Background: an optimization exercise with open tools, aiming at small area, a short achievable clock period and few clock cycles per item. Do not read the settings as production practice.
The RTL was checked by simulation tests, not by an equivalence proof against the original design.

## build 11
## rgb_to_hue_saturation_top
module rgb_to_hue_saturation_top (
    input  logic       i_clk,
    input  logic       i_rst_n,
    input  logic       i_valid,
    output logic       o_ready,
    input  logic [7:0] i_red,
    input  logic [7:0] i_green,
    input  logic [7:0] i_blue,
    output logic       o_valid,
    input  logic       i_ready,
    output logic [7:0] o_hue,
    output logic [7:0] o_saturation
);
Size: about 1900 cells after synthesis, roughly 46 I/O pins.
Settings: LEC_CHECK=0, CAP_MARGIN=20, CORE_MARGIN=2, CORE_UTILIZATION=40, CTS_BUF_LIST=sky130_fd_sc_hd__clkbuf_4 sky130_fd_sc_hd__clkbuf_8, CTS_CLUSTER_DIAMETER=80, CTS_CLUSTER_SIZE=20, SETUP_SLACK_MARGIN=3.1, SLEW_MARGIN=20; clock period 5.5 ns.
run.sh (not shown) runs the stock make flow with config.mk's settings and CLKGATE_MAP_FILE= SYNTH_SCRIPT=/design/flow/synth_recipe.tcl, a recipe that flattens the netlist after the stock synthesis.
Testbench counts of build 11, summed over its fixed seeds: cycles 16,080, items 16,000.
--- input diff build 11..build 58 ---
- clearing CTS_CLUSTER_DIAMETER, which used to be 80
- putting ABC_CLOCK_PERIOD_IN_PS at 3000 where nothing was set
- swapping 3.1 for 2.5 in SETUP_SLACK_MARGIN
- clearing CTS_CLUSTER_SIZE, which used to be 20
Findings:
Build 58 completed end to end with timing, DRC and antenna clean.
Build 11 → build 58: worst-case setup slack after placement saw a decrease, number of buffers created by CTS now sits higher.
Comparing build 58 and build 11, the higher via count was measured on build 11.
Share of layout cells above drive strength 1: build 58 and build 11 compared, higher one is build 11
Looking at worst setup margin across both flows, build 58 is the weaker of the two, with build 11 ahead.
Diff build 11..build 58 | sequential cell count | unchanged
Diff build 11 -> build 58: average via count per standard cell shows a reduction of about 0.7%; cell count shows no meaningful change; critical path depth in cells shows an increase of 3.
## Diff of input files: build 17 against build 58
- SETUP_SLACK_MARGIN changed from 2.5 to 2.6
- PLACE_DENSITY newly set to 0.8
- ABC_CLOCK_PERIOD_IN_PS removed (was 3000)
- CORE_UTILIZATION changed from 40 to 55
- CTS_CLUSTER_SIZE newly set to 20
- CTS_CLUSTER_DIAMETER newly set to 80
### Flow results
- Number of global-route vias before repair across build 58 and build 17: no real change.
- Compared with build 58, average wire length per cell after detail routing in build 17 increased by more than 10%.
- ~same required time at the worst-slack endpoint in build 58 and build 17
- Build 17 vs. build 58: area growth from synthesis to layout decreased 4.9 points; worst hold slack moved up; count of clock-buffer cells in the layout moved down.
- Build 17 — routed wire length on met3 260 µm lower, build 58 as reference
- Build 58 → build 17: number of placed instances with taps included shows a reduction of 223; final instance area went down.
- Re maximum root-to-sink buffer count: no difference whatsoever between build 58 and build 17.
diff inputs: build 17 => build 26
- swapping sky130_fd_sc_hd__clkbuf_4 sky130_fd_sc_hd__clkbuf_8 for sky130_fd_sc_hd__clkbuf_8 sky130_fd_sc_hd__clkbuf_16 in CTS_BUF_LIST
- swapping 55 for 40 in CORE_UTILIZATION
- swapping 20 for 24 in CTS_CLUSTER_SIZE
- swapping 2.6 for 2.5 in SETUP_SLACK_MARGIN
- putting ABC_CLOCK_PERIOD_IN_PS at 3000 where nothing was set
- clearing PLACE_DENSITY, which used to be 0.8
Notes after the runs:
- Critical path depth (lower): build 26
- Sort build 17 and build 26 by layout overhead on the synthesized area, ascending, and build 17 comes first.
- Cmp build 17 and build 26 / effective utilization at floorplan / higher: build 17
- Build 26: PASS, flow complete, no timing, DRC or antenna violations
- In the tables for build 17 and build 26, global routing usage on met2 reads higher with build 17.
--- input diff build 26..build 10 ---
- a deleted ABC_CLOCK_PERIOD_IN_PS that had been 3000
- a change of CTS_CLUSTER_SIZE from 24 to 20
- a change of CTS_BUF_LIST from sky130_fd_sc_hd__clkbuf_8 sky130_fd_sc_hd__clkbuf_16 to sky130_fd_sc_hd__clkbuf_4 sky130_fd_sc_hd__clkbuf_8
- a change of SETUP_SLACK_MARGIN from 2.5 to 2.4
--- outcome ---
Build 26 went all the way through synthesis, placement and routing and the layout is clean on timing, DRC and antenna. Having completed the whole flow, build 10 delivered a layout that passed the timing, DRC and antenna checks. Against build 26, average wire per standard cell in build 10 fell slightly. Share of the clock period used by the worst path: build 10 vs build 26 up 0.82 points. The run showing the smaller growth of design area from synthesis to finish is build 10. Build 10 vs. build 26: met1 wire length went up by 79 µm.
#### Input delta (build 95 over build 10)
- SETUP_SLACK_MARGIN now 2.6, was 2.4
- TNS_END_PERCENT now 20, previously not set
[summary]
Going from build 10 to build 95, ratio of cells with drive above 1 in the final layout grew by 2.6 points, area growth from synthesis to layout +1.7 points, utilization went up by 0.70 points.
Comparing number of DRC markers in iteration 0 for build 10 and build 95, the smaller number came from build 10.


Starting RTL as in the previous note.
make LEC_CHECK=0 ABC_CLOCK_PERIOD_IN_PS=2400 CAP_MARGIN=20 CORE_MARGIN=2 CORE_UTILIZATION=40 CTS_BUF_LIST='sky130_fd_sc_hd__clkbuf_4 sky130_fd_sc_hd__clkbuf_8' CTS_CLUSTER_DIAMETER=80 CTS_CLUSTER_SIZE=20 SETUP_SLACK_MARGIN=2.5 SLEW_MARGIN=20 finish   # period 5.5 ns
Testbench counts at the start, summed over its fixed seeds: cycles 16,080, items 16,000.
Next try:
- ABC_CLOCK_PERIOD_IN_PS: 2400 -> not set
- SETUP_SLACK_MARGIN: 2.5 -> 2.8
- TNS_END_PERCENT: not set -> 5
The new run finished with timing, DRC and antenna clean; count of clock-buffer cells in the layout came out higher by 4; global-route usage rises by 0.31 points; core utilization goes up by 0.55 points; hold slack gets worse by 0.0032 ns; via count went up by 0.62%.


Setup of the baseline:
Starting RTL as in the previous note.
Settings: LEC_CHECK=0, CAP_MARGIN=20, CORE_MARGIN=2, CORE_UTILIZATION=40, CTS_BUF_LIST=sky130_fd_sc_hd__clkbuf_4 sky130_fd_sc_hd__clkbuf_8, CTS_CLUSTER_DIAMETER=80, CTS_CLUSTER_SIZE=20, SETUP_SLACK_MARGIN=2.8, SLEW_MARGIN=20; clock period 5.5 ns.
Testbench counts of the baseline, summed over its fixed seeds: cycles 16,080, items 16,000.
Here is what was changed in the inputs of the candidate compared with the baseline.
Settings: SETUP_SLACK_MARGIN now 2.6, was 2.8.
Results
Slew at the pin closest to its max-slew limit sits higher in the candidate than in the baseline. The baseline → the candidate: buffers plus inverters on the worst setup path went down 5; highest clock frequency the design can meet held. The baseline → the candidate: total length of routed wires dropped 4.3%; number of nets in the layout saw a decrease; area growth from synthesis to final layout went down 3.0 points. Portion of the layout cell area used by clock cells: the candidate lower than the baseline. On the candidate: global-route usage is 0.58 points lower than what the baseline gave.


== run 1 ==
rgb_to_hue_saturation_top again, from the RTL that the note above started with.
clock: 5.5 ns
lec_check: 0
cap_margin: 20
core_margin: 2
core_utilization: 40
cts_buf_list: sky130_fd_sc_hd__clkbuf_4 sky130_fd_sc_hd__clkbuf_8
cts_cluster_diameter: 80
cts_cluster_size: 20
setup_slack_margin: 2.7
slew_margin: 20
Run 1 closes out successfully: all stages finished, all timing, DRC and antenna checks passed.
Testbench counts of run 1, summed over its fixed seeds: cycles 16,080, items 16,000.
Input-level comparison between run 2 and run 1:
Settings: ABC_CLOCK_PERIOD_IN_PS newly set to 3300; SETUP_SLACK_MARGIN changed from 2.7 to 2.2.
### Flow results
- Of run 2 and run 1, it is run 2 that has the higher largest net degree at the start of global routing.
- Of run 2 and run 1, run 1 shows the higher final net count, with run 2 below it.
- On design area: run 2 sits below run 1.
- Run 2 ends up with a fmax that is 9.4% lower than in run 1.
- Clock buffer count from CTS in run 2 is 1 below run 1.
- Run 2 vs run 1, wire length went down by about 5.4%.
- In run 2, the least setup slack across all paths after layout came out 300 ps below the value in run 1.
Input changes introduced in run 3 (baseline for comparison: run 2):
Settings: SETUP_SLACK_MARGIN: 2.2 -> 2.5; ABC_CLOCK_PERIOD_IN_PS: 3300 -> 3600.
## What came out
- NOTE final area run 2->run 3 increased by a few percent
- Worst slack at placement on run 3 is down relative to run 2.
- Max clock-buffer cell count across run 2 and run 3: run 2
Inputs modified between run 3 and run 4:
Settings: a change of ABC_CLOCK_PERIOD_IN_PS from 3600 to 3000.
- Having completed the whole flow, run 4 delivered a layout that passed the timing, DRC and antenna checks.
- Run 4 vs. run 3: final area stayed essentially flat, fraction of met3 tracks used by global routing stayed essentially flat, number of placed instances with taps included stayed essentially flat, number of flops mapped to enable cells by yosys stayed essentially flat.
- Run 4 against run 3: final sequential cell count held steady; layout overhead on the synthesized area was more or less identical; number of cells traversed by the worst register-to-register path neither gained nor lost much; largest net degree at the start of global routing now sits at about the same level; cell count held.
The inputs of run 5 differ from those of run 4 as listed below.
Settings: ABC_CLOCK_PERIOD_IN_PS: 3000 -> unset; SETUP_SLACK_MARGIN: 2.5 -> 2.55.
==> comparison <==
- Run 5 vs. run 4: portion of the layout cell area used by non-clock buffers rose by 0.56 points; number of fill cells fell by 17; transition at the pin with the smallest max-transition slack rose by 33 ps.
- Delta (run 5 minus run 4): required time at the endpoint of the critical path increased by 1490 ps relative to the old numbers.

==> port drivers added, routing unchanged <==
Ports are ideal in the flow. The routed layouts listed here were re-timed in OpenROAD.
Step 1 sets driving cells, clkbuf_16 on the clock port and buf_2 on the other inputs (assumed; they add their load-dependent delay and slew).
Step 2, shift: input delay + t, output delay - t, t = (earliest + latest rising clock arrival at the registers) / 2. This alone moves slack from input paths to output paths.
Slacks: ideal ports / drivers / drivers and shift; pairs: ideal ports / drivers.
run	shift t [ns]	slack for setup (ns)	worst setup path after step 2	latest minus earliest clock arrival (ns)
build 11	0.670	2.627 / 2.627 / 2.507	input to register	0.040 / 0.040
build 58	0.674	2.468 / 2.468 / 2.385	input to register	0.037 / 0.037
build 17	0.651	2.454 / 2.454 / 2.386	input to register	0.043 / 0.043
build 26	0.635	2.534 / 2.515 / 2.374	input to register	0.035 / 0.035
build 10	0.703	2.488 / 2.470 / 2.367	input to register	0.027 / 0.026
build 95	0.685	2.545 / 2.529 / 2.386	input to register	0.044 / 0.044
the first run of note 2	0.687	2.552 / 2.533 / 2.384	input to register	0.039 / 0.038
the second run of note 2	0.686	2.556 / 2.556 / 2.389	input to register	0.043 / 0.043
the baseline	0.683	2.616 / 2.616 / 2.378	input to register	0.028 / 0.027
the candidate	0.684	2.617 / 2.617 / 2.377	input to register	0.024 / 0.024
run 1	0.692	2.589 / 2.589 / 2.389	input to register	0.028 / 0.028
run 2	0.689	2.287 / 2.267 / 2.267	input to output	0.036 / 0.036
run 3	0.687	2.552 / 2.533 / 2.384	input to register	0.039 / 0.038
run 4	0.687	2.552 / 2.533 / 2.384	input to register	0.039 / 0.038
run 5	0.680	2.596 / 2.583 / 2.259	input to register	0.020 / 0.021
After both steps setup and hold are still met in every run listed. For run 5, which loses most, drivers alone change the setup slack by -0.013 ns; drivers and shift together by -0.337 ns.
